What follows belongs to an exercise in optimizing a design on an open flow for small area, a short achievable clock period and few clock cycles per item; a production flow would make more cautious choices. Function was checked by simulation only, so behaviour that the tests miss may differ from the original. No activity file was given, so power comes from the tool's default toggle rates.

`design/flow/design.v`:
```
package skf_pkg;
  localparam int unsigned SampleW  = 16;
  localparam int unsigned EstW     = 32;
  localparam int unsigned CovW     = 32;
  localparam int unsigned FracW    = 24;
  localparam int unsigned CfgIdxW  = 2;
  localparam int unsigned CfgDataW = 32;
  localparam logic [CfgIdxW-1:0] CFG_PROCESS_NOISE      = 2'd0;
  localparam logic [CfgIdxW-1:0] CFG_MEASUREMENT_NOISE  = 2'd1;
  localparam logic [CfgIdxW-1:0] CFG_INITIAL_COVARIANCE = 2'd2;
  localparam logic [CovW-1:0] ProcessNoiseRst      = 32'd16777;
  localparam logic [CovW-1:0] MeasurementNoiseRst  = 32'd9110028;
  localparam logic [CovW-1:0] InitialCovarianceRst = 32'd335544;
endpackage
module skf_bk32 (
  input  logic [31:0] a,
  input  logic [31:0] b,
  input  logic ci,
  output logic [31:0] s,
  output logic co
);
  logic [31:0] p0, g0;
  assign p0 = a ^ b;
  assign g0 = a & b;
  logic gc0;
  assign gc0 = g0[0] | (p0[0] & ci);
  logic gg1, pp1;
  assign gg1 = g0[1] | (p0[1] & gc0);
  assign pp1 = p0[1] & p0[0];
  logic gg2, pp2;
  assign gg2 = g0[3] | (p0[3] & g0[2]);
  assign pp2 = p0[3] & p0[2];
  logic gg3, pp3;
  assign gg3 = g0[5] | (p0[5] & g0[4]);
  assign pp3 = p0[5] & p0[4];
  logic gg4, pp4;
  assign gg4 = g0[7] | (p0[7] & g0[6]);
  assign pp4 = p0[7] & p0[6];
  logic gg5, pp5;
  assign gg5 = g0[9] | (p0[9] & g0[8]);
  assign pp5 = p0[9] & p0[8];
  logic gg6, pp6;
  assign gg6 = g0[11] | (p0[11] & g0[10]);
  assign pp6 = p0[11] & p0[10];
  logic gg7, pp7;
  assign gg7 = g0[13] | (p0[13] & g0[12]);
  assign pp7 = p0[13] & p0[12];
  logic gg8, pp8;
  assign gg8 = g0[15] | (p0[15] & g0[14]);
  assign pp8 = p0[15] & p0[14];
  logic gg9, pp9;
  assign gg9 = g0[17] | (p0[17] & g0[16]);
  assign pp9 = p0[17] & p0[16];
  logic gg10, pp10;
  assign gg10 = g0[19] | (p0[19] & g0[18]);
  assign pp10 = p0[19] & p0[18];
  logic gg11, pp11;
  assign gg11 = g0[21] | (p0[21] & g0[20]);
  assign pp11 = p0[21] & p0[20];
  logic gg12, pp12;
  assign gg12 = g0[23] | (p0[23] & g0[22]);
  assign pp12 = p0[23] & p0[22];
  logic gg13, pp13;
  assign gg13 = g0[25] | (p0[25] & g0[24]);
  assign pp13 = p0[25] & p0[24];
  logic gg14, pp14;
  assign gg14 = g0[27] | (p0[27] & g0[26]);
  assign pp14 = p0[27] & p0[26];
  logic gg15, pp15;
  assign gg15 = g0[29] | (p0[29] & g0[28]);
  assign pp15 = p0[29] & p0[28];
  logic gg16, pp16;
  assign gg16 = g0[31] | (p0[31] & g0[30]);
  assign pp16 = p0[31] & p0[30];
  logic gg17, pp17;
  assign gg17 = gg2 | (pp2 & gg1);
  assign pp17 = pp2 & pp1;
  logic gg18, pp18;
  assign gg18 = gg4 | (pp4 & gg3);
  assign pp18 = pp4 & pp3;
  logic gg19, pp19;
  assign gg19 = gg6 | (pp6 & gg5);
  assign pp19 = pp6 & pp5;
  logic gg20, pp20;
  assign gg20 = gg8 | (pp8 & gg7);
  assign pp20 = pp8 & pp7;
  logic gg21, pp21;
  assign gg21 = gg10 | (pp10 & gg9);
  assign pp21 = pp10 & pp9;
  logic gg22, pp22;
  assign gg22 = gg12 | (pp12 & gg11);
  assign pp22 = pp12 & pp11;
  logic gg23, pp23;
  assign gg23 = gg14 | (pp14 & gg13);
  assign pp23 = pp14 & pp13;
  logic gg24, pp24;
  assign gg24 = gg16 | (pp16 & gg15);
  assign pp24 = pp16 & pp15;
  logic gg25, pp25;
  assign gg25 = gg18 | (pp18 & gg17);
  assign pp25 = pp18 & pp17;
  logic gg26, pp26;
  assign gg26 = gg20 | (pp20 & gg19);
  assign pp26 = pp20 & pp19;
  logic gg27, pp27;
  assign gg27 = gg22 | (pp22 & gg21);
  assign pp27 = pp22 & pp21;
  logic gg28, pp28;
  assign gg28 = gg24 | (pp24 & gg23);
  assign pp28 = pp24 & pp23;
  logic gg29, pp29;
  assign gg29 = gg26 | (pp26 & gg25);
  assign pp29 = pp26 & pp25;
  logic gg30, pp30;
  assign gg30 = gg28 | (pp28 & gg27);
  assign pp30 = pp28 & pp27;
  logic gg31, pp31;
  assign gg31 = gg30 | (pp30 & gg29);
  assign pp31 = pp30 & pp29;
  logic gg32, pp32;
  assign gg32 = gg27 | (pp27 & gg29);
  assign pp32 = pp27 & pp29;
  logic gg33, pp33;
  assign gg33 = gg19 | (pp19 & gg25);
  assign pp33 = pp19 & pp25;
  logic gg34, pp34;
  assign gg34 = gg21 | (pp21 & gg29);
  assign pp34 = pp21 & pp29;
  logic gg35, pp35;
  assign gg35 = gg23 | (pp23 & gg32);
  assign pp35 = pp23 & pp32;
  logic gg36, pp36;
  assign gg36 = gg3 | (pp3 & gg17);
  assign pp36 = pp3 & pp17;
  logic gg37, pp37;
  assign gg37 = gg5 | (pp5 & gg25);
  assign pp37 = pp5 & pp25;
  logic gg38, pp38;
  assign gg38 = gg7 | (pp7 & gg33);
  assign pp38 = pp7 & pp33;
  logic gg39, pp39;
  assign gg39 = gg9 | (pp9 & gg29);
  assign pp39 = pp9 & pp29;
  logic gg40, pp40;
  assign gg40 = gg11 | (pp11 & gg34);
  assign pp40 = pp11 & pp34;
  logic gg41, pp41;
  assign gg41 = gg13 | (pp13 & gg32);
  assign pp41 = pp13 & pp32;
  logic gg42, pp42;
  assign gg42 = gg15 | (pp15 & gg35);
  assign pp42 = pp15 & pp35;
  logic gg43, pp43;
  assign gg43 = g0[2] | (p0[2] & gg1);
  assign pp43 = p0[2] & pp1;
  logic gg44, pp44;
  assign gg44 = g0[4] | (p0[4] & gg17);
  assign pp44 = p0[4] & pp17;
  logic gg45, pp45;
  assign gg45 = g0[6] | (p0[6] & gg36);
  assign pp45 = p0[6] & pp36;
  logic gg46, pp46;
  assign gg46 = g0[8] | (p0[8] & gg25);
  assign pp46 = p0[8] & pp25;
  logic gg47, pp47;
  assign gg47 = g0[10] | (p0[10] & gg37);
  assign pp47 = p0[10] & pp37;
  logic gg48, pp48;
  assign gg48 = g0[12] | (p0[12] & gg33);
  assign pp48 = p0[12] & pp33;
  logic gg49, pp49;
  assign gg49 = g0[14] | (p0[14] & gg38);
  assign pp49 = p0[14] & pp38;
  logic gg50, pp50;
  assign gg50 = g0[16] | (p0[16] & gg29);
  assign pp50 = p0[16] & pp29;
  logic gg51, pp51;
  assign gg51 = g0[18] | (p0[18] & gg39);
  assign pp51 = p0[18] & pp39;
  logic gg52, pp52;
  assign gg52 = g0[20] | (p0[20] & gg34);
  assign pp52 = p0[20] & pp34;
  logic gg53, pp53;
  assign gg53 = g0[22] | (p0[22] & gg40);
  assign pp53 = p0[22] & pp40;
  logic gg54, pp54;
  assign gg54 = g0[24] | (p0[24] & gg32);
  assign pp54 = p0[24] & pp32;
  logic gg55, pp55;
  assign gg55 = g0[26] | (p0[26] & gg41);
  assign pp55 = p0[26] & pp41;
  logic gg56, pp56;
  assign gg56 = g0[28] | (p0[28] & gg35);
  assign pp56 = p0[28] & pp35;
  logic gg57, pp57;
  assign gg57 = g0[30] | (p0[30] & gg42);
  assign pp57 = p0[30] & pp42;
  logic [32:0] c;
  assign c[0] = ci;
  assign c[1] = gc0;
  assign c[2] = gg1;
  assign c[3] = gg43;
  assign c[4] = gg17;
  assign c[5] = gg44;
  assign c[6] = gg36;
  assign c[7] = gg45;
  assign c[8] = gg25;
  assign c[9] = gg46;
  assign c[10] = gg37;
  assign c[11] = gg47;
  assign c[12] = gg33;
  assign c[13] = gg48;
  assign c[14] = gg38;
  assign c[15] = gg49;
  assign c[16] = gg29;
  assign c[17] = gg50;
  assign c[18] = gg39;
  assign c[19] = gg51;
  assign c[20] = gg34;
  assign c[21] = gg52;
  assign c[22] = gg40;
  assign c[23] = gg53;
  assign c[24] = gg32;
  assign c[25] = gg54;
  assign c[26] = gg41;
  assign c[27] = gg55;
  assign c[28] = gg35;
  assign c[29] = gg56;
  assign c[30] = gg42;
  assign c[31] = gg57;
  assign c[32] = gg31;
  assign s  = p0 ^ c[31:0];
  assign co = c[32];
endmodule
module skf_bk34 (
  input  logic [33:0] a,
  input  logic [33:0] b,
  input  logic ci,
  output logic [33:0] s,
  output logic co
);
  logic [33:0] p0, g0;
  assign p0 = a ^ b;
  assign g0 = a & b;
  logic gc0;
  assign gc0 = g0[0] | (p0[0] & ci);
  logic gg1, pp1;
  assign gg1 = g0[1] | (p0[1] & gc0);
  assign pp1 = p0[1] & p0[0];
  logic gg2, pp2;
  assign gg2 = g0[3] | (p0[3] & g0[2]);
  assign pp2 = p0[3] & p0[2];
  logic gg3, pp3;
  assign gg3 = g0[5] | (p0[5] & g0[4]);
  assign pp3 = p0[5] & p0[4];
  logic gg4, pp4;
  assign gg4 = g0[7] | (p0[7] & g0[6]);
  assign pp4 = p0[7] & p0[6];
  logic gg5, pp5;
  assign gg5 = g0[9] | (p0[9] & g0[8]);
  assign pp5 = p0[9] & p0[8];
  logic gg6, pp6;
  assign gg6 = g0[11] | (p0[11] & g0[10]);
  assign pp6 = p0[11] & p0[10];
  logic gg7, pp7;
  assign gg7 = g0[13] | (p0[13] & g0[12]);
  assign pp7 = p0[13] & p0[12];
  logic gg8, pp8;
  assign gg8 = g0[15] | (p0[15] & g0[14]);
  assign pp8 = p0[15] & p0[14];
  logic gg9, pp9;
  assign gg9 = g0[17] | (p0[17] & g0[16]);
  assign pp9 = p0[17] & p0[16];
  logic gg10, pp10;
  assign gg10 = g0[19] | (p0[19] & g0[18]);
  assign pp10 = p0[19] & p0[18];
  logic gg11, pp11;
  assign gg11 = g0[21] | (p0[21] & g0[20]);
  assign pp11 = p0[21] & p0[20];
  logic gg12, pp12;
  assign gg12 = g0[23] | (p0[23] & g0[22]);
  assign pp12 = p0[23] & p0[22];
  logic gg13, pp13;
  assign gg13 = g0[25] | (p0[25] & g0[24]);
  assign pp13 = p0[25] & p0[24];
  logic gg14, pp14;
  assign gg14 = g0[27] | (p0[27] & g0[26]);
  assign pp14 = p0[27] & p0[26];
  logic gg15, pp15;
  assign gg15 = g0[29] | (p0[29] & g0[28]);
  assign pp15 = p0[29] & p0[28];
  logic gg16, pp16;
  assign gg16 = g0[31] | (p0[31] & g0[30]);
  assign pp16 = p0[31] & p0[30];
  logic gg17, pp17;
  assign gg17 = g0[33] | (p0[33] & g0[32]);
  assign pp17 = p0[33] & p0[32];
  logic gg18, pp18;
  assign gg18 = gg2 | (pp2 & gg1);
  assign pp18 = pp2 & pp1;
  logic gg19, pp19;
  assign gg19 = gg4 | (pp4 & gg3);
  assign pp19 = pp4 & pp3;
  logic gg20, pp20;
  assign gg20 = gg6 | (pp6 & gg5);
  assign pp20 = pp6 & pp5;
  logic gg21, pp21;
  assign gg21 = gg8 | (pp8 & gg7);
  assign pp21 = pp8 & pp7;
  logic gg22, pp22;
  assign gg22 = gg10 | (pp10 & gg9);
  assign pp22 = pp10 & pp9;
  logic gg23, pp23;
  assign gg23 = gg12 | (pp12 & gg11);
  assign pp23 = pp12 & pp11;
  logic gg24, pp24;
  assign gg24 = gg14 | (pp14 & gg13);
  assign pp24 = pp14 & pp13;
  logic gg25, pp25;
  assign gg25 = gg16 | (pp16 & gg15);
  assign pp25 = pp16 & pp15;
  logic gg26, pp26;
  assign gg26 = gg19 | (pp19 & gg18);
  assign pp26 = pp19 & pp18;
  logic gg27, pp27;
  assign gg27 = gg21 | (pp21 & gg20);
  assign pp27 = pp21 & pp20;
  logic gg28, pp28;
  assign gg28 = gg23 | (pp23 & gg22);
  assign pp28 = pp23 & pp22;
  logic gg29, pp29;
  assign gg29 = gg25 | (pp25 & gg24);
  assign pp29 = pp25 & pp24;
  logic gg30, pp30;
  assign gg30 = gg27 | (pp27 & gg26);
  assign pp30 = pp27 & pp26;
  logic gg31, pp31;
  assign gg31 = gg29 | (pp29 & gg28);
  assign pp31 = pp29 & pp28;
  logic gg32, pp32;
  assign gg32 = gg31 | (pp31 & gg30);
  assign pp32 = pp31 & pp30;
  logic gg33, pp33;
  assign gg33 = gg28 | (pp28 & gg30);
  assign pp33 = pp28 & pp30;
  logic gg34, pp34;
  assign gg34 = gg20 | (pp20 & gg26);
  assign pp34 = pp20 & pp26;
  logic gg35, pp35;
  assign gg35 = gg22 | (pp22 & gg30);
  assign pp35 = pp22 & pp30;
  logic gg36, pp36;
  assign gg36 = gg24 | (pp24 & gg33);
  assign pp36 = pp24 & pp33;
  logic gg37, pp37;
  assign gg37 = gg3 | (pp3 & gg18);
  assign pp37 = pp3 & pp18;
  logic gg38, pp38;
  assign gg38 = gg5 | (pp5 & gg26);
  assign pp38 = pp5 & pp26;
  logic gg39, pp39;
  assign gg39 = gg7 | (pp7 & gg34);
  assign pp39 = pp7 & pp34;
  logic gg40, pp40;
  assign gg40 = gg9 | (pp9 & gg30);
  assign pp40 = pp9 & pp30;
  logic gg41, pp41;
  assign gg41 = gg11 | (pp11 & gg35);
  assign pp41 = pp11 & pp35;
  logic gg42, pp42;
  assign gg42 = gg13 | (pp13 & gg33);
  assign pp42 = pp13 & pp33;
  logic gg43, pp43;
  assign gg43 = gg15 | (pp15 & gg36);
  assign pp43 = pp15 & pp36;
  logic gg44, pp44;
  assign gg44 = gg17 | (pp17 & gg32);
  assign pp44 = pp17 & pp32;
  logic gg45, pp45;
  assign gg45 = g0[2] | (p0[2] & gg1);
  assign pp45 = p0[2] & pp1;
  logic gg46, pp46;
  assign gg46 = g0[4] | (p0[4] & gg18);
  assign pp46 = p0[4] & pp18;
  logic gg47, pp47;
  assign gg47 = g0[6] | (p0[6] & gg37);
  assign pp47 = p0[6] & pp37;
  logic gg48, pp48;
  assign gg48 = g0[8] | (p0[8] & gg26);
  assign pp48 = p0[8] & pp26;
  logic gg49, pp49;
  assign gg49 = g0[10] | (p0[10] & gg38);
  assign pp49 = p0[10] & pp38;
  logic gg50, pp50;
  assign gg50 = g0[12] | (p0[12] & gg34);
  assign pp50 = p0[12] & pp34;
  logic gg51, pp51;
  assign gg51 = g0[14] | (p0[14] & gg39);
  assign pp51 = p0[14] & pp39;
  logic gg52, pp52;
  assign gg52 = g0[16] | (p0[16] & gg30);
  assign pp52 = p0[16] & pp30;
  logic gg53, pp53;
  assign gg53 = g0[18] | (p0[18] & gg40);
  assign pp53 = p0[18] & pp40;
  logic gg54, pp54;
  assign gg54 = g0[20] | (p0[20] & gg35);
  assign pp54 = p0[20] & pp35;
  logic gg55, pp55;
  assign gg55 = g0[22] | (p0[22] & gg41);
  assign pp55 = p0[22] & pp41;
  logic gg56, pp56;
  assign gg56 = g0[24] | (p0[24] & gg33);
  assign pp56 = p0[24] & pp33;
  logic gg57, pp57;
  assign gg57 = g0[26] | (p0[26] & gg42);
  assign pp57 = p0[26] & pp42;
  logic gg58, pp58;
  assign gg58 = g0[28] | (p0[28] & gg36);
  assign pp58 = p0[28] & pp36;
  logic gg59, pp59;
  assign gg59 = g0[30] | (p0[30] & gg43);
  assign pp59 = p0[30] & pp43;
  logic gg60, pp60;
  assign gg60 = g0[32] | (p0[32] & gg32);
  assign pp60 = p0[32] & pp32;
  logic [34:0] c;
  assign c[0] = ci;
  assign c[1] = gc0;
  assign c[2] = gg1;
  assign c[3] = gg45;
  assign c[4] = gg18;
  assign c[5] = gg46;
  assign c[6] = gg37;
  assign c[7] = gg47;
  assign c[8] = gg26;
  assign c[9] = gg48;
  assign c[10] = gg38;
  assign c[11] = gg49;
  assign c[12] = gg34;
  assign c[13] = gg50;
  assign c[14] = gg39;
  assign c[15] = gg51;
  assign c[16] = gg30;
  assign c[17] = gg52;
  assign c[18] = gg40;
  assign c[19] = gg53;
  assign c[20] = gg35;
  assign c[21] = gg54;
  assign c[22] = gg41;
  assign c[23] = gg55;
  assign c[24] = gg33;
  assign c[25] = gg56;
  assign c[26] = gg42;
  assign c[27] = gg57;
  assign c[28] = gg36;
  assign c[29] = gg58;
  assign c[30] = gg43;
  assign c[31] = gg59;
  assign c[32] = gg32;
  assign c[33] = gg60;
  assign c[34] = gg44;
  assign s  = p0 ^ c[33:0];
  assign co = c[34];
endmodule
module skf_bk35 (
  input  logic [34:0] a,
  input  logic [34:0] b,
  input  logic ci,
  output logic [34:0] s,
  output logic co
);
  logic [34:0] p0, g0;
  assign p0 = a ^ b;
  assign g0 = a & b;
  logic gc0;
  assign gc0 = g0[0] | (p0[0] & ci);
  logic gg1, pp1;
  assign gg1 = g0[1] | (p0[1] & gc0);
  assign pp1 = p0[1] & p0[0];
  logic gg2, pp2;
  assign gg2 = g0[3] | (p0[3] & g0[2]);
  assign pp2 = p0[3] & p0[2];
  logic gg3, pp3;
  assign gg3 = g0[5] | (p0[5] & g0[4]);
  assign pp3 = p0[5] & p0[4];
  logic gg4, pp4;
  assign gg4 = g0[7] | (p0[7] & g0[6]);
  assign pp4 = p0[7] & p0[6];
  logic gg5, pp5;
  assign gg5 = g0[9] | (p0[9] & g0[8]);
  assign pp5 = p0[9] & p0[8];
  logic gg6, pp6;
  assign gg6 = g0[11] | (p0[11] & g0[10]);
  assign pp6 = p0[11] & p0[10];
  logic gg7, pp7;
  assign gg7 = g0[13] | (p0[13] & g0[12]);
  assign pp7 = p0[13] & p0[12];
  logic gg8, pp8;
  assign gg8 = g0[15] | (p0[15] & g0[14]);
  assign pp8 = p0[15] & p0[14];
  logic gg9, pp9;
  assign gg9 = g0[17] | (p0[17] & g0[16]);
  assign pp9 = p0[17] & p0[16];
  logic gg10, pp10;
  assign gg10 = g0[19] | (p0[19] & g0[18]);
  assign pp10 = p0[19] & p0[18];
  logic gg11, pp11;
  assign gg11 = g0[21] | (p0[21] & g0[20]);
  assign pp11 = p0[21] & p0[20];
  logic gg12, pp12;
  assign gg12 = g0[23] | (p0[23] & g0[22]);
  assign pp12 = p0[23] & p0[22];
  logic gg13, pp13;
  assign gg13 = g0[25] | (p0[25] & g0[24]);
  assign pp13 = p0[25] & p0[24];
  logic gg14, pp14;
  assign gg14 = g0[27] | (p0[27] & g0[26]);
  assign pp14 = p0[27] & p0[26];
  logic gg15, pp15;
  assign gg15 = g0[29] | (p0[29] & g0[28]);
  assign pp15 = p0[29] & p0[28];
  logic gg16, pp16;
  assign gg16 = g0[31] | (p0[31] & g0[30]);
  assign pp16 = p0[31] & p0[30];
  logic gg17, pp17;
  assign gg17 = g0[33] | (p0[33] & g0[32]);
  assign pp17 = p0[33] & p0[32];
  logic gg18, pp18;
  assign gg18 = gg2 | (pp2 & gg1);
  assign pp18 = pp2 & pp1;
  logic gg19, pp19;
  assign gg19 = gg4 | (pp4 & gg3);
  assign pp19 = pp4 & pp3;
  logic gg20, pp20;
  assign gg20 = gg6 | (pp6 & gg5);
  assign pp20 = pp6 & pp5;
  logic gg21, pp21;
  assign gg21 = gg8 | (pp8 & gg7);
  assign pp21 = pp8 & pp7;
  logic gg22, pp22;
  assign gg22 = gg10 | (pp10 & gg9);
  assign pp22 = pp10 & pp9;
  logic gg23, pp23;
  assign gg23 = gg12 | (pp12 & gg11);
  assign pp23 = pp12 & pp11;
  logic gg24, pp24;
  assign gg24 = gg14 | (pp14 & gg13);
  assign pp24 = pp14 & pp13;
  logic gg25, pp25;
  assign gg25 = gg16 | (pp16 & gg15);
  assign pp25 = pp16 & pp15;
  logic gg26, pp26;
  assign gg26 = gg19 | (pp19 & gg18);
  assign pp26 = pp19 & pp18;
  logic gg27, pp27;
  assign gg27 = gg21 | (pp21 & gg20);
  assign pp27 = pp21 & pp20;
  logic gg28, pp28;
  assign gg28 = gg23 | (pp23 & gg22);
  assign pp28 = pp23 & pp22;
  logic gg29, pp29;
  assign gg29 = gg25 | (pp25 & gg24);
  assign pp29 = pp25 & pp24;
  logic gg30, pp30;
  assign gg30 = gg27 | (pp27 & gg26);
  assign pp30 = pp27 & pp26;
  logic gg31, pp31;
  assign gg31 = gg29 | (pp29 & gg28);
  assign pp31 = pp29 & pp28;
  logic gg32, pp32;
  assign gg32 = gg31 | (pp31 & gg30);
  assign pp32 = pp31 & pp30;
  logic gg33, pp33;
  assign gg33 = gg28 | (pp28 & gg30);
  assign pp33 = pp28 & pp30;
  logic gg34, pp34;
  assign gg34 = gg20 | (pp20 & gg26);
  assign pp34 = pp20 & pp26;
  logic gg35, pp35;
  assign gg35 = gg22 | (pp22 & gg30);
  assign pp35 = pp22 & pp30;
  logic gg36, pp36;
  assign gg36 = gg24 | (pp24 & gg33);
  assign pp36 = pp24 & pp33;
  logic gg37, pp37;
  assign gg37 = gg3 | (pp3 & gg18);
  assign pp37 = pp3 & pp18;
  logic gg38, pp38;
  assign gg38 = gg5 | (pp5 & gg26);
  assign pp38 = pp5 & pp26;
  logic gg39, pp39;
  assign gg39 = gg7 | (pp7 & gg34);
  assign pp39 = pp7 & pp34;
  logic gg40, pp40;
  assign gg40 = gg9 | (pp9 & gg30);
  assign pp40 = pp9 & pp30;
  logic gg41, pp41;
  assign gg41 = gg11 | (pp11 & gg35);
  assign pp41 = pp11 & pp35;
  logic gg42, pp42;
  assign gg42 = gg13 | (pp13 & gg33);
  assign pp42 = pp13 & pp33;
  logic gg43, pp43;
  assign gg43 = gg15 | (pp15 & gg36);
  assign pp43 = pp15 & pp36;
  logic gg44, pp44;
  assign gg44 = gg17 | (pp17 & gg32);
  assign pp44 = pp17 & pp32;
  logic gg45, pp45;
  assign gg45 = g0[2] | (p0[2] & gg1);
  assign pp45 = p0[2] & pp1;
  logic gg46, pp46;
  assign gg46 = g0[4] | (p0[4] & gg18);
  assign pp46 = p0[4] & pp18;
  logic gg47, pp47;
  assign gg47 = g0[6] | (p0[6] & gg37);
  assign pp47 = p0[6] & pp37;
  logic gg48, pp48;
  assign gg48 = g0[8] | (p0[8] & gg26);
  assign pp48 = p0[8] & pp26;
  logic gg49, pp49;
  assign gg49 = g0[10] | (p0[10] & gg38);
  assign pp49 = p0[10] & pp38;
  logic gg50, pp50;
  assign gg50 = g0[12] | (p0[12] & gg34);
  assign pp50 = p0[12] & pp34;
  logic gg51, pp51;
  assign gg51 = g0[14] | (p0[14] & gg39);
  assign pp51 = p0[14] & pp39;
  logic gg52, pp52;
  assign gg52 = g0[16] | (p0[16] & gg30);
  assign pp52 = p0[16] & pp30;
  logic gg53, pp53;
  assign gg53 = g0[18] | (p0[18] & gg40);
  assign pp53 = p0[18] & pp40;
  logic gg54, pp54;
  assign gg54 = g0[20] | (p0[20] & gg35);
  assign pp54 = p0[20] & pp35;
  logic gg55, pp55;
  assign gg55 = g0[22] | (p0[22] & gg41);
  assign pp55 = p0[22] & pp41;
  logic gg56, pp56;
  assign gg56 = g0[24] | (p0[24] & gg33);
  assign pp56 = p0[24] & pp33;
  logic gg57, pp57;
  assign gg57 = g0[26] | (p0[26] & gg42);
  assign pp57 = p0[26] & pp42;
  logic gg58, pp58;
  assign gg58 = g0[28] | (p0[28] & gg36);
  assign pp58 = p0[28] & pp36;
  logic gg59, pp59;
  assign gg59 = g0[30] | (p0[30] & gg43);
  assign pp59 = p0[30] & pp43;
  logic gg60, pp60;
  assign gg60 = g0[32] | (p0[32] & gg32);
  assign pp60 = p0[32] & pp32;
  logic gg61, pp61;
  assign gg61 = g0[34] | (p0[34] & gg44);
  assign pp61 = p0[34] & pp44;
  logic [35:0] c;
  assign c[0] = ci;
  assign c[1] = gc0;
  assign c[2] = gg1;
  assign c[3] = gg45;
  assign c[4] = gg18;
  assign c[5] = gg46;
  assign c[6] = gg37;
  assign c[7] = gg47;
  assign c[8] = gg26;
  assign c[9] = gg48;
  assign c[10] = gg38;
  assign c[11] = gg49;
  assign c[12] = gg34;
  assign c[13] = gg50;
  assign c[14] = gg39;
  assign c[15] = gg51;
  assign c[16] = gg30;
  assign c[17] = gg52;
  assign c[18] = gg40;
  assign c[19] = gg53;
  assign c[20] = gg35;
  assign c[21] = gg54;
  assign c[22] = gg41;
  assign c[23] = gg55;
  assign c[24] = gg33;
  assign c[25] = gg56;
  assign c[26] = gg42;
  assign c[27] = gg57;
  assign c[28] = gg36;
  assign c[29] = gg58;
  assign c[30] = gg43;
  assign c[31] = gg59;
  assign c[32] = gg32;
  assign c[33] = gg60;
  assign c[34] = gg44;
  assign c[35] = gg61;
  assign s  = p0 ^ c[34:0];
  assign co = c[35];
endmodule
module skf_bk36 (
  input  logic [35:0] a,
  input  logic [35:0] b,
  input  logic ci,
  output logic [35:0] s,
  output logic co
);
  logic [35:0] p0, g0;
  assign p0 = a ^ b;
  assign g0 = a & b;
  logic gc0;
  assign gc0 = g0[0] | (p0[0] & ci);
  logic gg1, pp1;
  assign gg1 = g0[1] | (p0[1] & gc0);
  assign pp1 = p0[1] & p0[0];
  logic gg2, pp2;
  assign gg2 = g0[3] | (p0[3] & g0[2]);
  assign pp2 = p0[3] & p0[2];
  logic gg3, pp3;
  assign gg3 = g0[5] | (p0[5] & g0[4]);
  assign pp3 = p0[5] & p0[4];
  logic gg4, pp4;
  assign gg4 = g0[7] | (p0[7] & g0[6]);
  assign pp4 = p0[7] & p0[6];
  logic gg5, pp5;
  assign gg5 = g0[9] | (p0[9] & g0[8]);
  assign pp5 = p0[9] & p0[8];
  logic gg6, pp6;
  assign gg6 = g0[11] | (p0[11] & g0[10]);
  assign pp6 = p0[11] & p0[10];
  logic gg7, pp7;
  assign gg7 = g0[13] | (p0[13] & g0[12]);
  assign pp7 = p0[13] & p0[12];
  logic gg8, pp8;
  assign gg8 = g0[15] | (p0[15] & g0[14]);
  assign pp8 = p0[15] & p0[14];
  logic gg9, pp9;
  assign gg9 = g0[17] | (p0[17] & g0[16]);
  assign pp9 = p0[17] & p0[16];
  logic gg10, pp10;
  assign gg10 = g0[19] | (p0[19] & g0[18]);
  assign pp10 = p0[19] & p0[18];
  logic gg11, pp11;
  assign gg11 = g0[21] | (p0[21] & g0[20]);
  assign pp11 = p0[21] & p0[20];
  logic gg12, pp12;
  assign gg12 = g0[23] | (p0[23] & g0[22]);
  assign pp12 = p0[23] & p0[22];
  logic gg13, pp13;
  assign gg13 = g0[25] | (p0[25] & g0[24]);
  assign pp13 = p0[25] & p0[24];
  logic gg14, pp14;
  assign gg14 = g0[27] | (p0[27] & g0[26]);
  assign pp14 = p0[27] & p0[26];
  logic gg15, pp15;
  assign gg15 = g0[29] | (p0[29] & g0[28]);
  assign pp15 = p0[29] & p0[28];
  logic gg16, pp16;
  assign gg16 = g0[31] | (p0[31] & g0[30]);
  assign pp16 = p0[31] & p0[30];
  logic gg17, pp17;
  assign gg17 = g0[33] | (p0[33] & g0[32]);
  assign pp17 = p0[33] & p0[32];
  logic gg18, pp18;
  assign gg18 = g0[35] | (p0[35] & g0[34]);
  assign pp18 = p0[35] & p0[34];
  logic gg19, pp19;
  assign gg19 = gg2 | (pp2 & gg1);
  assign pp19 = pp2 & pp1;
  logic gg20, pp20;
  assign gg20 = gg4 | (pp4 & gg3);
  assign pp20 = pp4 & pp3;
  logic gg21, pp21;
  assign gg21 = gg6 | (pp6 & gg5);
  assign pp21 = pp6 & pp5;
  logic gg22, pp22;
  assign gg22 = gg8 | (pp8 & gg7);
  assign pp22 = pp8 & pp7;
  logic gg23, pp23;
  assign gg23 = gg10 | (pp10 & gg9);
  assign pp23 = pp10 & pp9;
  logic gg24, pp24;
  assign gg24 = gg12 | (pp12 & gg11);
  assign pp24 = pp12 & pp11;
  logic gg25, pp25;
  assign gg25 = gg14 | (pp14 & gg13);
  assign pp25 = pp14 & pp13;
  logic gg26, pp26;
  assign gg26 = gg16 | (pp16 & gg15);
  assign pp26 = pp16 & pp15;
  logic gg27, pp27;
  assign gg27 = gg18 | (pp18 & gg17);
  assign pp27 = pp18 & pp17;
  logic gg28, pp28;
  assign gg28 = gg20 | (pp20 & gg19);
  assign pp28 = pp20 & pp19;
  logic gg29, pp29;
  assign gg29 = gg22 | (pp22 & gg21);
  assign pp29 = pp22 & pp21;
  logic gg30, pp30;
  assign gg30 = gg24 | (pp24 & gg23);
  assign pp30 = pp24 & pp23;
  logic gg31, pp31;
  assign gg31 = gg26 | (pp26 & gg25);
  assign pp31 = pp26 & pp25;
  logic gg32, pp32;
  assign gg32 = gg29 | (pp29 & gg28);
  assign pp32 = pp29 & pp28;
  logic gg33, pp33;
  assign gg33 = gg31 | (pp31 & gg30);
  assign pp33 = pp31 & pp30;
  logic gg34, pp34;
  assign gg34 = gg33 | (pp33 & gg32);
  assign pp34 = pp33 & pp32;
  logic gg35, pp35;
  assign gg35 = gg30 | (pp30 & gg32);
  assign pp35 = pp30 & pp32;
  logic gg36, pp36;
  assign gg36 = gg21 | (pp21 & gg28);
  assign pp36 = pp21 & pp28;
  logic gg37, pp37;
  assign gg37 = gg23 | (pp23 & gg32);
  assign pp37 = pp23 & pp32;
  logic gg38, pp38;
  assign gg38 = gg25 | (pp25 & gg35);
  assign pp38 = pp25 & pp35;
  logic gg39, pp39;
  assign gg39 = gg27 | (pp27 & gg34);
  assign pp39 = pp27 & pp34;
  logic gg40, pp40;
  assign gg40 = gg3 | (pp3 & gg19);
  assign pp40 = pp3 & pp19;
  logic gg41, pp41;
  assign gg41 = gg5 | (pp5 & gg28);
  assign pp41 = pp5 & pp28;
  logic gg42, pp42;
  assign gg42 = gg7 | (pp7 & gg36);
  assign pp42 = pp7 & pp36;
  logic gg43, pp43;
  assign gg43 = gg9 | (pp9 & gg32);
  assign pp43 = pp9 & pp32;
  logic gg44, pp44;
  assign gg44 = gg11 | (pp11 & gg37);
  assign pp44 = pp11 & pp37;
  logic gg45, pp45;
  assign gg45 = gg13 | (pp13 & gg35);
  assign pp45 = pp13 & pp35;
  logic gg46, pp46;
  assign gg46 = gg15 | (pp15 & gg38);
  assign pp46 = pp15 & pp38;
  logic gg47, pp47;
  assign gg47 = gg17 | (pp17 & gg34);
  assign pp47 = pp17 & pp34;
  logic gg48, pp48;
  assign gg48 = g0[2] | (p0[2] & gg1);
  assign pp48 = p0[2] & pp1;
  logic gg49, pp49;
  assign gg49 = g0[4] | (p0[4] & gg19);
  assign pp49 = p0[4] & pp19;
  logic gg50, pp50;
  assign gg50 = g0[6] | (p0[6] & gg40);
  assign pp50 = p0[6] & pp40;
  logic gg51, pp51;
  assign gg51 = g0[8] | (p0[8] & gg28);
  assign pp51 = p0[8] & pp28;
  logic gg52, pp52;
  assign gg52 = g0[10] | (p0[10] & gg41);
  assign pp52 = p0[10] & pp41;
  logic gg53, pp53;
  assign gg53 = g0[12] | (p0[12] & gg36);
  assign pp53 = p0[12] & pp36;
  logic gg54, pp54;
  assign gg54 = g0[14] | (p0[14] & gg42);
  assign pp54 = p0[14] & pp42;
  logic gg55, pp55;
  assign gg55 = g0[16] | (p0[16] & gg32);
  assign pp55 = p0[16] & pp32;
  logic gg56, pp56;
  assign gg56 = g0[18] | (p0[18] & gg43);
  assign pp56 = p0[18] & pp43;
  logic gg57, pp57;
  assign gg57 = g0[20] | (p0[20] & gg37);
  assign pp57 = p0[20] & pp37;
  logic gg58, pp58;
  assign gg58 = g0[22] | (p0[22] & gg44);
  assign pp58 = p0[22] & pp44;
  logic gg59, pp59;
  assign gg59 = g0[24] | (p0[24] & gg35);
  assign pp59 = p0[24] & pp35;
  logic gg60, pp60;
  assign gg60 = g0[26] | (p0[26] & gg45);
  assign pp60 = p0[26] & pp45;
  logic gg61, pp61;
  assign gg61 = g0[28] | (p0[28] & gg38);
  assign pp61 = p0[28] & pp38;
  logic gg62, pp62;
  assign gg62 = g0[30] | (p0[30] & gg46);
  assign pp62 = p0[30] & pp46;
  logic gg63, pp63;
  assign gg63 = g0[32] | (p0[32] & gg34);
  assign pp63 = p0[32] & pp34;
  logic gg64, pp64;
  assign gg64 = g0[34] | (p0[34] & gg47);
  assign pp64 = p0[34] & pp47;
  logic [36:0] c;
  assign c[0] = ci;
  assign c[1] = gc0;
  assign c[2] = gg1;
  assign c[3] = gg48;
  assign c[4] = gg19;
  assign c[5] = gg49;
  assign c[6] = gg40;
  assign c[7] = gg50;
  assign c[8] = gg28;
  assign c[9] = gg51;
  assign c[10] = gg41;
  assign c[11] = gg52;
  assign c[12] = gg36;
  assign c[13] = gg53;
  assign c[14] = gg42;
  assign c[15] = gg54;
  assign c[16] = gg32;
  assign c[17] = gg55;
  assign c[18] = gg43;
  assign c[19] = gg56;
  assign c[20] = gg37;
  assign c[21] = gg57;
  assign c[22] = gg44;
  assign c[23] = gg58;
  assign c[24] = gg35;
  assign c[25] = gg59;
  assign c[26] = gg45;
  assign c[27] = gg60;
  assign c[28] = gg38;
  assign c[29] = gg61;
  assign c[30] = gg46;
  assign c[31] = gg62;
  assign c[32] = gg34;
  assign c[33] = gg63;
  assign c[34] = gg47;
  assign c[35] = gg64;
  assign c[36] = gg39;
  assign s  = p0 ^ c[35:0];
  assign co = c[36];
endmodule
module scalar_kalman_filter (
  input  logic                          clk_i,
  input  logic                          rst_ni,
  input  logic                          sample_valid_i,
  output logic                          sample_ready_o,
  input  logic [skf_pkg::SampleW-1:0]   sample_i,
  output logic                          estimate_valid_o,
  input  logic                          estimate_ready_i,
  output logic [skf_pkg::EstW-1:0]      estimate_o,
  input  logic                          cfg_valid_i,
  output logic                          cfg_ready_o,
  input  logic [skf_pkg::CfgIdxW-1:0]   cfg_index_i,
  input  logic [skf_pkg::CfgDataW-1:0]  cfg_data_i
);
  logic [31:0] q_q, r_q, p_q;
  logic [31:0] x_q;
  logic        out_valid_q;
  logic        bvalid_q;
  logic [15:0] b_q;
  localparam int S_IDLE = 0, S_DEN = 1, S_DIV = 2, S_ACC = 3, S_FIN = 4;
  logic [4:0]  pst_q;
  logic [3:0]  pcnt_q;
  logic [31:0] pp_q, den_q, rem_q;
  logic [24:0] qr_q;
  logic [34:0] a_q;        
  logic [20:0] us_q, uc_q;  
  logic        zero_q;
  logic        qvalid_q;    
  logic        conv_q;      
  logic        chk_q;       
  localparam logic [1:0] X_IDLE = 2'd0, X_MUL = 2'd1, X_FIN = 2'd2;
  logic [1:0]  xst_q;
  logic        xstep_q;     
  logic [32:0] d_q;
  logic [20:0] bsel_q;      
  logic        xfin_q;      
  logic [37:0] as_q, ac_q;  
  logic [11:0] ls_q, lc_q;  
  logic        cp_q;        
  logic [33:0] alu_a, alu_b, alu_s;
  logic [31:0] alu_sat;
  logic        alu_ci;
  logic [33:0] f_a, f_b, f_c, f_s, f_c2;
  assign f_a  = {2'b00, pp_q};
  assign f_b  = ~{2'b00, us_q, a_q[34:24]};
  assign f_c  = ~{2'b00, uc_q, 11'd0};
  assign f_s  = f_a ^ f_b ^ f_c;
  assign f_c2 = {((f_a[32:0] & f_b[32:0]) | (f_a[32:0] & f_c[32:0]) | (f_b[32:0] & f_c[32:0])), 1'b1};
  assign alu_a  = ({34{pst_q[S_IDLE]}} & {2'b00, p_q}) |
                  ({34{pst_q[S_DEN]}}  & {2'b00, pp_q}) |
                  ({34{pst_q[S_FIN]}}  & f_s);
  assign alu_b  = ({34{pst_q[S_IDLE]}} & {2'b00, q_q}) |
                  ({34{pst_q[S_DEN]}}  & {2'b00, r_q}) |
                  ({34{pst_q[S_FIN]}}  & f_c2);
  assign alu_ci = pst_q[S_FIN] & (a_q[23:0] == 24'd0);
  skf_bk34 u_palu (.a(alu_a), .b(alu_b), .ci(alu_ci), .s(alu_s), .co());
  assign alu_sat = alu_s[32] ? 32'hFFFF_FFFF : alu_s[31:0];
  logic int_bit, zero_n;
  assign zero_n  = (pp_q == 32'd0) && (r_q == 32'd0);
  assign int_bit = ((r_q == 32'd0) || (pp_q == 32'hFFFF_FFFF)) && !zero_n;
  logic peq, start;
  assign peq   = chk_q && (den_q == p_q);
  assign start = pst_q[S_IDLE] && bvalid_q && !qvalid_q && !conv_q && !peq;
  logic [33:0] rem4;
  logic [34:0] s1, s2, s3, t_x, t_y, t_z, t_s, t_c;
  logic [35:0] t_sum;
  logic [1:0]  qd;
  logic [31:0] rem_n;
  assign rem4  = {rem_q, 2'b00};
  skf_bk35 u_s1 (.a({1'b0, rem4}), .b(~{3'b000, den_q}), .ci(1'b1), .s(s1), .co());
  skf_bk35 u_s2 (.a({1'b0, rem4}), .b(~{2'b00, den_q, 1'b0}), .ci(1'b1), .s(s2), .co());
  assign t_x   = {1'b0, rem4};
  assign t_y   = ~{2'b00, den_q, 1'b0};
  assign t_z   = ~{3'b000, den_q};
  assign t_s   = t_x ^ t_y ^ t_z;
  assign t_c   = (t_x & t_y) | (t_x & t_z) | (t_y & t_z);
  skf_bk36 u_s3 (.a({t_s, 1'b1}), .b({t_c[33:0], 2'b11}), .ci(1'b0), .s(t_sum), .co());
  assign s3    = t_sum[35:1];
  always_comb begin
    if (zero_q)        begin qd = 2'd0; rem_n = rem4[31:0]; end
    else if (!s3[34])  begin qd = 2'd3; rem_n = s3[31:0];   end
    else if (!s2[34])  begin qd = 2'd2; rem_n = s2[31:0];   end
    else if (!s1[34])  begin qd = 2'd1; rem_n = s1[31:0];   end
    else               begin qd = 2'd0; rem_n = rem4[31:0]; end
  end
  logic [34:0] ax, ay, az, as_, ac;
  logic [35:0] alo;
  assign ax  = {a_q[32:0], 2'b00};
  assign ay  = qr_q[1] ? {2'b00, pp_q, 1'b0} : 35'd0;
  assign az  = qr_q[0] ? {3'b000, pp_q} : 35'd0;
  assign as_ = ax ^ ay ^ az;
  assign ac  = (ax & ay) | (ax & az) | (ay & az);
  skf_bk36 u_alo (.a({1'b0, as_}), .b({ac, 1'b0}), .ci(1'b0), .s(alo), .co());
  logic        kready, fin_ok, dload;
  logic [32:0] r_s, r_c;
  logic        r_cy;
  logic [32:0] dl_a, dl_b, dl_c, dl_d, dl_s1, dl_c1, dl_s2, dl_c2;
  logic [33:0] dl_sum;
  logic [31:0] xa_s, xa_c;
  logic [31:0] x_n;
  assign kready = qvalid_q || conv_q;
  assign fin_ok = !out_valid_q || estimate_ready_i;
  assign dload  = bvalid_q && kready &&
                  ((xst_q == X_IDLE) || (xfin_q && fin_ok));
  logic [12:0] lowsum;
  assign lowsum = {1'b0, ls_q} + {1'b0, lc_q} + {12'd0, cp_q};
  assign r_s  = xfin_q ? as_q[32:0] : 33'd0;
  assign r_c  = xfin_q ? ac_q[32:0] : 33'd0;
  assign r_cy = xfin_q & lowsum[12];
  assign dl_a  = {b_q[15], b_q, 16'h0000};
  assign dl_b  = ~{x_q[31], x_q};
  assign dl_c  = ~r_s;
  assign dl_d  = ~r_c;
  assign dl_s1 = dl_a ^ dl_b ^ dl_c;
  assign dl_c1 = {((dl_a[31:0] & dl_b[31:0]) | (dl_a[31:0] & dl_c[31:0]) | (dl_b[31:0] & dl_c[31:0])), 1'b1};
  assign dl_s2 = dl_s1 ^ dl_c1 ^ dl_d;
  assign dl_c2 = {((dl_s1[31:0] & dl_c1[31:0]) | (dl_s1[31:0] & dl_d[31:0]) | (dl_c1[31:0] & dl_d[31:0])), 1'b1};
  skf_bk34 u_dadd (.a({1'b0, dl_s2}), .b({1'b0, dl_c2}), .ci(!r_cy), .s(dl_sum), .co());
  assign xa_s = x_q ^ as_q[31:0] ^ ac_q[31:0];
  assign xa_c = {((x_q[30:0] & as_q[30:0]) | (x_q[30:0] & ac_q[30:0]) | (as_q[30:0] & ac_q[30:0])), 1'b0};
  skf_bk32 u_xadd (.a(xa_s), .b(xa_c), .ci(lowsum[12]), .s(x_n), .co());
  function automatic logic [20:0] booth7(input logic [13:0] k, input logic km1);
    logic [14:0] kk;
    kk = {k, km1};
    for (int i = 0; i < 7; i++) begin
      booth7[3*i+2] = kk[2*i+2] && !(kk[2*i+1] && kk[2*i]);
      booth7[3*i+1] = (kk[2*i+2] && !kk[2*i+1] && !kk[2*i]) ||
                      (!kk[2*i+2] && kk[2*i+1] && kk[2*i]);
      booth7[3*i]   = kk[2*i+1] ^ kk[2*i];
    end
  endfunction
  logic [20:0] bsel_lo, bsel_hi;
  always_comb begin
    bsel_lo = booth7({2'b00, qr_q[11:0]}, 1'b0);
    bsel_lo[20:18] = 3'b000;
    bsel_hi = booth7({1'b0, qr_q[24:12]}, qr_q[11]);
  end
  localparam int MW = 50;
  logic [MW-1:0] dw, pp [7];
  logic [6:0]    pneg;
  logic [MW-1:0] m_as, m_ac;
  logic [MW-1:0] l1as, l1ac, l1bs, l1bc, l1cs, l1cc, l2as, l2ac, l2bs, l2bc;
  logic [MW-1:0] l3s, l3c, vs, vc;
  function automatic logic [MW-1:0] csa_s(input logic [MW-1:0] a, b, c);
    csa_s = a ^ b ^ c;
  endfunction
  function automatic logic [MW-1:0] csa_c(input logic [MW-1:0] a, b, c, input logic cin);
    csa_c = {((a[MW-2:0] & b[MW-2:0]) | (a[MW-2:0] & c[MW-2:0]) | (b[MW-2:0] & c[MW-2:0])), cin};
  endfunction
  always_comb begin
    dw = {{(MW-33){d_q[32]}}, d_q};
    for (int i = 0; i < 7; i++) begin
      logic [MW-1:0] m;
      m = ({MW{bsel_q[3*i]}} & dw) | ({MW{bsel_q[3*i+1]}} & {dw[MW-2:0], 1'b0});
      m = m ^ {MW{bsel_q[3*i+2]}};
      pneg[i] = bsel_q[3*i+2];
      pp[i] = (m << (2*i)) | ({MW{pneg[i]}} & ((MW'(1) << (2*i)) - MW'(1)));
    end
    m_as = xstep_q ? {{(MW-38){as_q[37]}}, as_q} : '0;
    m_ac = xstep_q ? {{(MW-38){ac_q[37]}}, ac_q} : '0;
    l1as = csa_s(m_as, m_ac, pp[0]);   l1ac = csa_c(m_as, m_ac, pp[0], pneg[0]);
    l1bs = csa_s(pp[1], pp[2], pp[3]); l1bc = csa_c(pp[1], pp[2], pp[3], pneg[1]);
    l1cs = csa_s(pp[4], pp[5], pp[6]); l1cc = csa_c(pp[4], pp[5], pp[6], pneg[2]);
    l2as = csa_s(l1as, l1ac, l1bs);    l2ac = csa_c(l1as, l1ac, l1bs, pneg[3]);
    l2bs = csa_s(l1bc, l1cs, l1cc);    l2bc = csa_c(l1bc, l1cs, l1cc, pneg[4]);
    l3s  = csa_s(l2as, l2ac, l2bs);    l3c  = csa_c(l2as, l2ac, l2bs, pneg[5]);
    vs   = csa_s(l3s, l3c, l2bc);      vc   = csa_c(l3s, l3c, l2bc, pneg[6]);
  end
  always_ff @(posedge clk_i or negedge rst_ni) begin
    if (!rst_ni) begin
      q_q         <= skf_pkg::ProcessNoiseRst;
      r_q         <= skf_pkg::MeasurementNoiseRst;
      p_q         <= skf_pkg::InitialCovarianceRst;
      x_q         <= '0;
      out_valid_q <= 1'b0;
      bvalid_q    <= 1'b0;
      pst_q       <= 5'b00001;
      pcnt_q      <= '0;
      qvalid_q    <= 1'b0;
      conv_q      <= 1'b0;
      chk_q       <= 1'b0;
      xst_q       <= X_IDLE;
      xfin_q      <= 1'b0;
      xstep_q     <= 1'b0;
    end else begin
      if (sample_valid_i && !bvalid_q) bvalid_q <= 1'b1;
      else if (dload)                  bvalid_q <= 1'b0;
      chk_q <= pst_q[S_FIN];
      if (peq) conv_q <= 1'b1;
      if (start) pst_q <= 5'b00010;
      if (pst_q[S_DEN]) begin
        pst_q  <= 5'b00100;
        pcnt_q <= '0;
      end
      if (pst_q[S_DIV]) begin
        pcnt_q <= pcnt_q + 4'd1;
        if (pcnt_q == 4'd11) begin
          pst_q    <= 5'b01000;
          qvalid_q <= 1'b1;
        end
      end
      if (pst_q[S_ACC]) pst_q <= 5'b10000;
      if (pst_q[S_FIN]) begin
        pst_q <= 5'b00001;
        p_q   <= alu_s[31:0];
      end
      if (dload && !(pst_q[S_DIV] && pcnt_q == 4'd11)) qvalid_q <= 1'b0;
      unique case (xst_q)
        X_IDLE: if (dload) begin xst_q <= X_MUL; xstep_q <= 1'b0; end
        X_MUL: begin
          xstep_q <= 1'b1;
          if (xstep_q) begin
            xst_q  <= X_FIN;
            xfin_q <= 1'b1;
          end
        end
        X_FIN: if (fin_ok) begin
          xfin_q  <= 1'b0;
          x_q     <= x_n;
          xst_q   <= dload ? X_MUL : X_IDLE;
          xstep_q <= 1'b0;
        end
        default: xst_q <= X_IDLE;
      endcase
      if (xst_q == X_FIN && fin_ok) out_valid_q <= 1'b1;
      else if (estimate_ready_i)     out_valid_q <= 1'b0;
      if (cfg_valid_i) begin
        unique case (cfg_index_i)
          skf_pkg::CFG_PROCESS_NOISE:      q_q <= cfg_data_i;
          skf_pkg::CFG_MEASUREMENT_NOISE:  r_q <= cfg_data_i;
          skf_pkg::CFG_INITIAL_COVARIANCE: p_q <= cfg_data_i;
          default: ;
        endcase
        if (cfg_index_i != 2'd3) begin
          conv_q   <= 1'b0;
          qvalid_q <= 1'b0;
        end
      end
    end
  end
  always_ff @(posedge clk_i) begin
    if (sample_valid_i && !bvalid_q) b_q <= sample_i;
    if (pst_q[S_IDLE]) pp_q <= alu_sat;
    if (pst_q[S_DEN]) begin
      den_q  <= alu_sat;
      zero_q <= zero_n;
    end else if (pst_q[S_FIN]) begin
      den_q  <= p_q;
    end
    rem_q <= pst_q[S_DEN] ? (int_bit ? 32'd0 : pp_q) : rem_n;
    if (pst_q[S_DEN])      qr_q <= {24'd0, int_bit};
    else if (pst_q[S_DIV]) qr_q <= {qr_q[22:0], qd};
    if (pst_q[S_DEN]) begin
      a_q  <= '0;
      us_q <= '0;
      uc_q <= '0;
    end else begin
      a_q  <= alo[34:0];
      us_q <= {us_q[18:0], a_q[34:33]};
      uc_q <= {uc_q[18:0], 1'b0, alo[35]};
    end
    if (dload) begin
      d_q    <= dl_sum[32:0];
      bsel_q <= bsel_lo;
    end else begin
      bsel_q <= bsel_hi;
    end
    if (xst_q == X_MUL) begin
      as_q <= vs[49:12];
      ac_q <= vc[49:12];
      ls_q <= vs[11:0];
      lc_q <= vc[11:0];
      cp_q <= xstep_q & lowsum[12];
    end
  end
  assign sample_ready_o   = !bvalid_q;
  assign cfg_ready_o      = 1'b1;
  assign estimate_valid_o = out_valid_q;
  assign estimate_o       = x_q;
endmodule
```
`design/flow/run.sh`:
```
#!/bin/bash
# synth_recipe.tcl (not shown) runs the flow's synth.tcl, then flattens the netlist and writes it again
# the make line also repeats each setting of config.mk as NAME=value (left out here)
make -C /OpenROAD-flow-scripts/flow DESIGN_CONFIG=/design/flow/config.mk WORK_HOME=/design/flow/orfs CLKGATE_MAP_FILE= SYNTH_SCRIPT=/design/flow/synth_recipe.tcl finish
```
`design/flow/constraint.sdc`:
```
create_clock -name core_clock -period 5.0 [get_ports {clk_i}]
set_input_delay 1.0000 -clock core_clock [delete_from_list [all_inputs] [get_ports {clk_i}]]
set_output_delay 1.0000 -clock core_clock [all_outputs]
set_load 0.01 [all_outputs]
```
`design/flow/config.mk`:
```
export PLATFORM = sky130hd
export DESIGN_NAME = scalar_kalman_filter
export DESIGN_NICKNAME = scalar_kalman_filter
export VERILOG_FILES = /design/flow/design.v
export SDC_FILE = /design/flow/constraint.sdc
export NUM_CORES = 4
export LEC_CHECK = 0
export ABC_AREA = 1
export CAP_MARGIN = 20
export CORE_MARGIN = 2
export CORE_UTILIZATION = 40
export SETUP_SLACK_MARGIN = 1.2
export SLEW_MARGIN = 20
```
==> run_results.csv, run 1 <==
group,metric,value,unit
floorplanning,top_level_ports,90,
critical_path,crit_family,"adder cells",
floorplanning,initial_core_util,0.402,
global_routing,track_usage,0.225,
pwr,p_seq_frac,0.233,
logic_synthesis,syn_nets,6034,
logic_synthesis,syn_inst,5143,
sta,slew_violations,0,
cts,clock_sinks,501,
sta,fin_crit_sh,0.781,
critical_path,r2r_start,"pp_q[15]",
pwr,combinationalPowerShare,0.605,
cts,numCtsBuffers,66,
logic_synthesis,ys_seq_area_frac,0.282,
pwr,power.internal,17.9,mW
sta,fmax,0.256,GHz
pwr,p_leak,25.6,nW
sta,relSlewSlack,0.265,
floorplanning,die-area,0.117,mm2
critical_path,cp_max_fo,5,
critical_path,cpMostUsedCell,"nand2_1",
logic_synthesis,yosys_warnings,2,
pwr,sw_frac_of_total,0.426,
placed_design,port_buffers,88,
floorplanning,rows,124,
sta,fin_ws,1.09,ns
placed_design,hpwl,96900,um
critical_path,startpoint_type,"flip-flop",
route,detail-route-antenna-nets,0,
critical_path,slowest_stage,"fa_1",
logic_synthesis,async_flop_share,0.291,
critical_path,cp-startpoint,"pp_q[15]",
outcome,status,"finished clean",
logic_synthesis,ys_types,58,
critical_path,cp.depth,15,
pwr,power_density,588,mW/mm2
route,drt_iter0_markers,2924,
route,wl,131000,um
route,wire_per_inst,19.3,um
global_routing,grt_pass1_vias,36300,
route,dr.pass1.iters,6,
sta,rsz0062_at_grt,"yes",
finish,final_nets,6153,
logic_synthesis,syn_avg_cell_area,8.90,um2
critical_path,cpPeakStageDelay,0.58,ns
floorplanning,die_y,342,um
floorplanning,core,0.114,mm2
route,vias,35500,
sta,fin_setup_tns,0,ns
route,drcViolationCount,0,
logic_synthesis,synth-edff-count,212,
logic_synthesis,yosys.area.top_type,"fa_1",
critical_path,ff2ff_path_depth,15,
logic_synthesis,synth.top_cells.by_count,"nand2_1, inv_1, fa_1, ha_1, xor2_1",
sta,hold_viol_final,0,
cts,h-tree-depth,3,
critical_path,r2r_setup_slack,1.09,ns
logic_synthesis,syn-cell-area,0.0458,mm2
pwr,pwr-share-clk,0.162,
floorplanning,fp.dieW,342,um
logic_synthesis,yosys-top-cells-area,"fa_1, edfxtp_1, nand2_1",
sta,setup_viol,0,
pwr,p_sw,13.2,mW
cts,worstSkewPairLatency,0.66,ns
placed_design,pre_cts_ws,0.527,ns
sta,worst_slew_pin_slew,1.10,ns
cts,clk_pin_slew,0.06,ns
critical_path,crit_end,"den_q[19]",
critical_path,end_kind,"flip-flop",
logic_synthesis,ys_seq_elements,501,
sta,fin_skew,0.0506,ns
cts,cts_tree,"built",
sta,layout_min_cycle_time,3.91,ns
finish,layout-drive-gt1-share,0.113,
critical_path,crit_type,"flip-flop to flip-flop",
finish,n_antenna_cell,0,
critical_path,arrival,4.28,ns
finish,postLayoutCoreUtil,0.465,
pwr,ir_drop,478,uV
logic_synthesis,ys.flop_type,"edfxtp_1",
critical_path,r2r-end,"den_q[19]",
global_routing,grt_first_pass_wirelength,206000,um
critical_path,path_buf_inv,2,
logic_synthesis,synth_most_common_cell,"nand2_1",
placed_design,place.gp.congestion,0.880,
finish,area_delta_synth_final,15.6,%
cts,cts_root_buffer,"clkbuf_16",
critical_path,crit_chain,"fa_1 > a221o_1 > ha_4 > a21oi_1 > nand2_1 > a21oi_2 > nand2_4 > buf_4 > buf_6 > a31o_2 > fa_2 > xor2_1 > nand3b_4 > nand2_1 > nand2_1",
job,drv_cap,0,
worst_hold_path,min_path_cells,2,
cts,cts_buffer_depth,3,
logic_synthesis,synth.top_cell.area_share,0.240,
global_routing,grt-ovfl-total,0,
critical_path,cp_data_required_time,5.38,ns
global_routing,antenna_found_initial,0,
global_routing,grt_max_degree,76,
worst_hold_path,hp-class,"flip-flop to flip-flop",
route,vias_per_cell,5.19,
-- repair_timing --
item,in CTS,in global routing
hold endpoints to repair,0,0
buffers inserted,45,78
resized for setup,121,191
endpoints found under the setup margin,201,156
hold buffers,0,0
cloned,1,3
pin swaps,51,79
-- state kept, by name (all words and copies together) (netlist names), 32 cells and up --
name and count:
d_q 33, x_q 32, a_q 35, as_q 36, rem_q 32, pp_q 32
ac_q 37, den_q 32, p_q 32, r_q 32, q_q 32
-- power by group through the flow --
stage                     Sequential (mW)  Clock (mW)  Combinational [mW]
after floorplan                      6.98           0                11.4
after global placement               7.32           0                15.7
after detailed placement             7.33           0                16.1
after CTS                            7.25        5.13                17.5
after global routing                 7.35        5.28                21.4
final                                7.25        5.05                18.8
-- cells in the final DEF, fill, tap and decap left out, types with 119 or more instances in the layout --
cell / synthesis / routed
a21oi_1: 140 / 129
xor2_1: 271 / 264
o21ai_0: 207 / 188
fa_1: 550 / 527
dfxtp_1: 143 / 131
nor2_1: 256 / 248
o22ai_1: 244 / 244
edfxtp_1: 212 / 212
buf_4: 8 / 143
ha_1: 286 / 267
dfrtp_1: 123 / 119
nand2_1: 1066 / 1017
inv_1: 921 / 880
-- area by class of cell --
type,count,area (um2)
tap,1512,1890
fill,10800,61000
clock buffer,89,1900
multi-input combinational,3480,29500
inverter,933,3550
sequential,501,12900
clock inverter,31,375
timing repair buffer,279,2750
timing repair inverter,1,7.51
-- worst min-delay path: stages, from the launching register on --
cell and delay, ns:
dfxtp_1 0.32, inv_1 0.05, nor2_1 0.03
-- per-layer routing --
metal / part of all wire / wire length [um] / global-route usage
met4: 0.039 / 5180 / 0.0858
met1: 0.40 / 53000 / 0.283
met2: 0.50 / 65600 / 0.389
met3: 0.058 / 7660 / 0.0322
met5: 0 / 0 / 0
-- kinds of logic after synthesis --
family	after synthesis	share of synthesized area
buffers and inverters	1162	0.0976
adders and majority gates	836	0.319
AOI/OAI and AO/OA	758	0.0989
DFF	501	0.282
xor gates and xnor gates	331	0.0633
other	1	0.0000819
and+or+nand+nor	1554	0.140
-- worst min-delay path by stage --
stage / slack, ns / end / startpoint
2_1_floorplan: 0.41 / us_q[0] / a_q[33]
3_3_place_gp: 0.41 / us_q[19] / us_q[17]
3_5_place_dp: 0.42 / us_q[19] / us_q[17]
4_1_cts: 0.43 / us_q[19] / us_q[17]
5_1_grt: 0.44 / us_q[19] / us_q[17]
6_report: 0.43 / us_q[19] / us_q[17]
-- per-stage QoR --
stage                     power, mW  area [um2]  hold slack, ns  std cells
after global routing           34.0       52900           0.440       6826
after detailed placement       23.5       48200           0.420       6579
after global placement         23.0       48200           0.413       6579
final                          31.1       52900           0.435       6826
after CTS                      29.9       51400           0.428       6745
after floorplan                18.4       45900           0.407       5143
Testbench counts, summed over its fixed seeds: cycles 38,079, items 4,800.
==> inputs of run 2 (changes only) <==
--- a/design/flow/config.mk
+++ b/design/flow/config.mk
@@ -9,5 +9,5 @@
 export CAP_MARGIN = 20
 export CORE_MARGIN = 2
-export CORE_UTILIZATION = 40
-export SETUP_SLACK_MARGIN = 1.2
+export CORE_UTILIZATION = 50
+export SETUP_SLACK_MARGIN = 1.1
 export SLEW_MARGIN = 20
==> run_results.csv, run 2 <==
group,metric,value,unit
sta,hold_viol_final,0,
pwr,ir_drop,425,uV
global_routing,antenna_found_initial,0,
pwr,power_density,586,mW/mm2
floorplanning,die_y,307,um
critical_path,cpPeakStageDelay,0.37,ns
sta,fin_ws,1.11,ns
logic_synthesis,async_flop_share,0.291,
logic_synthesis,synth.top_cells.by_count,"nand2_1, inv_1, fa_1, ha_1, xor2_1",
finish,layout_commonest_cell,"nand2_1",
global_routing,grt-ovfl-total,0,
logic_synthesis,synth.top_cell.area_share,0.240,
global_routing,grt_first_pass_wirelength,208000,um
logic_synthesis,yosys.area.top_type,"fa_1",
route,drcViolationCount,0,
route,wl,132000,um
pwr,sw_frac_of_total,0.430,
route,vias_per_cell,5.45,
sta,fmax,0.257,GHz
logic_synthesis,ys_seq_elements,501,
sta,relSlewSlack,0.285,
sta,layout_min_cycle_time,3.89,ns
sta,fin_crit_sh,0.778,
logic_synthesis,syn_inst,5143,
cts,cts_buffer_depth,3,
pwr,p_seq_frac,0.239,
pwr,pwr-share-clk,0.164,
sta,setup_viol,0,
sta,worst_slew_pin_slew,1.07,ns
critical_path,startpoint_type,"flip-flop",
finish,n_fill_cell,8270,
sta,slew_violations,0,
pwr,p_sw,13.0,mW
placed_design,pre_cts_ws,0.433,ns
logic_synthesis,ys_types,58,
sta,fin_setup_tns,0,ns
logic_synthesis,yosys_warnings,2,
cts,h-tree-depth,2,
route,vias,35200,
logic_synthesis,syn_nets,6034,
logic_synthesis,syn_avg_cell_area,8.90,um2
floorplanning,core,0.0912,mm2
finish,largest-register,"ac_q",
critical_path,cp_max_fo,3,
cts,numCtsBuffers,60,
outcome,status,"finished clean",
logic_synthesis,yosys-top-cells-area,"fa_1, edfxtp_1, nand2_1",
global_routing,grt_pass1_vias,35800,
placed_design,hpwl,98100,um
finish,layout_common_cells,"nand2_1, inv_1, fa_1",
global_routing,grt_max_degree,77,
critical_path,crit_type,"flip-flop to flip-flop",
cts,cts_hold_buf,0,
cts,cts_tree,"built",
cts,clk_pin_slew,0.07,ns
cts,worstSkewPairLatency,0.72,ns
critical_path,slowest_stage,"edfxtp_1",
worst_hold_path,hp-class,"input port to async pin",
route,detail-route-antenna-nets,0,
critical_path,crit_family,"adder cells",
critical_path,arrival,4.45,ns
placed_design,port_buffers,88,
logic_synthesis,ys_seq_area_frac,0.282,
finish,n_antenna_cell,0,
route,wire_per_inst,20.5,um
logic_synthesis,synth_most_common_cell,"nand2_1",
floorplanning,top_level_ports,90,
pwr,power.internal,17.2,mW
route,dr.pass1.iters,6,
finish,reg_top3,"ac_q (37), as_q (36), a_q (35)",
finish,layout-drive-gt1-share,0.0918,
pwr,p_leak,25.3,nW
finish,area_delta_synth_final,12.6,%
logic_synthesis,syn-cell-area,0.0458,mm2
pwr,combinationalPowerShare,0.597,
finish,final_nets,6103,
job,drv_cap,0,
floorplanning,initial_core_util,0.502,
route,drt_iter0_markers,2252,
cts,clock_sinks,501,
critical_path,cpMostUsedCell,"nand2_2",
logic_synthesis,synth-edff-count,212,
finish,largest_reg_flops,37,
global_routing,track_usage,0.286,
critical_path,cp_data_required_time,5.56,ns
critical_path,end_kind,"flip-flop",
placed_design,place.gp.congestion,0.887,
logic_synthesis,ys.flop_type,"edfxtp_1",
critical_path,path_buf_inv,2,
pwr,fin_total_pwr,30.2,mW
floorplanning,rows,111,
cts,cts_root_buffer,"clkbuf_16",
sta,rsz0062_at_grt,"yes",
floorplanning,die-area,0.0940,mm2
floorplanning,fp.dieW,307,um
sta,fin_skew,0.0929,ns
[run 2: cell counts after synthesis]
No cell type changed its count.
[run 2: final timing paths]
check / startpoint / to / slack, ns / cells after the start
hold / removal: rst_ni / x_q[5] / 0.35 / 1
min in group core_clock: us_q[17] / us_q[19] / 0.43 / 2
setup / recovery: lc_q[7] / x_q[31] / 1.11 / 27
setup reg to reg: lc_q[7] / x_q[31] / 1.11 / 27
hold reg to reg: us_q[17] / us_q[19] / 0.43 / 2
max in group asynchronous: rst_ni / q_q[0] / 3.62 / 2
[run 2: final cells by class]
cell class | instances | area, um2 | share of cell area
inverters | 933 | 3540 | 0.0687
well taps | 1186 | 1480 | 0.0288
clock buffers | 82 | 1770 | 0.0343
repair buffers | 236 | 2270 | 0.0441
clock inverters | 32 | 483 | 0.00936
flip-flops and latches | 501 | 12900 | 0.251
multi-input cells | 3480 | 29100 | 0.564
[run 2: metrics by stage]
step	std cells	cell area (um2)	hold slack, ns	util
detailed placement	6258	47900	0.420	0.525
floorplan	5143	45800	0.407	-
finish	6450	51600	0.346	0.565
global route	6450	51600	0.381	0.565
CTS	6406	50800	0.354	0.556
global placement	6257	47900	0.420	0.524
[run 2: power groups by stage]
stage	combinational, mW	clock [mW]	sequential, mW
floorplan	11.4	0	6.98
global placement	15.9	0	7.29
detailed placement	16.2	0	7.30
CTS	17.4	5.05	7.22
global route	20.6	5.20	7.31
finish	18.0	4.97	7.21
[run 2: logic make-up (layout without fill, tap and decap cells)]
kind of cell	count (synthesis)	count (layout)	synth area share
adders and majority gates	836	836	0.319
other	1	1	0.0000819
xor gates and xnor gates	331	331	0.0633
and+or+nand+nor	1554	1554	0.140
DFF	501	501	0.282
buffers and inverters	1162	1283	0.0976
AOI/OAI and AO/OA	758	758	0.0989
[run 2: what timing repair did]
action	CTS	global route
hold endpoints to repair	0	0
pin swaps	30	31
gates resized for setup	81	98
gates cloned	3	1
buffers inserted	31	42
setup endpoints to repair	106	136
[run 2: worst reg2reg max path, cell delays in order, from the launching register on]
cell,delay (ns)
edfxtp_1,0.37
ha_1,0.31
a21oi_1,0.12
o21ai_1,0.08
nand2_1,0.06
o211ai_1,0.09
a31oi_2,0.20
inv_1,0.07
ha_2,0.17
fa_2,0.35
nand2_2,0.09
nand2_2,0.07
o21ai_4,0.09
o21ai_4,0.10
nand2_2,0.12
nand2_4,0.09
nand2_4,0.10
nand2_4,0.06
nand2_2,0.10
nand2_4,0.06
nand3_2,0.09
nand2_2,0.05
fa_2,0.35
xnor2_2,0.14
xnor2_1,0.14
nand2_1,0.08
xor2_1,0.15
inv_1,0.05
[run 2: per-layer routing]
metal | global-route usage | vias to the layer above | part of all wire
li1 | - | 16500 | -
met1 | 0.353 | 17300 | 0.39
met2 | 0.504 | 1072 | 0.51
met3 | 0.0329 | 301 | 0.050
met4 | 0.129 | 0 | 0.052
met5 | 0 | - | 0

[re-timing with driven ports]
In the flow no input, the clock included, has a driving cell. The finished layouts below were timed again as built, in two steps.
Step 1: set_driving_cell puts a clkbuf_16 on clk_i and a buf_2 on each other input, an assumption about the parent block.
Step 2 also shifts input and output timing later by t, the mid clock arrival at the registers, as if the neighbouring blocks saw the same clock.
a / b / c = no drivers / after step 1 / after step 2; a / b = the first two.
run | t, ns | setup WS [ns] | worst hold slack (ns) | clock arrival spread, ns
run 1 | 0.699 | 1.095 / 1.095 / 1.095 | 0.435 / 0.435 / 0.435 | 0.051 / 0.051
run 2 | 0.746 | 1.110 / 1.110 / 1.110 | 0.346 / 0.318 / 0.433 | 0.099 / 0.099
After both steps every run listed still meets setup and hold.
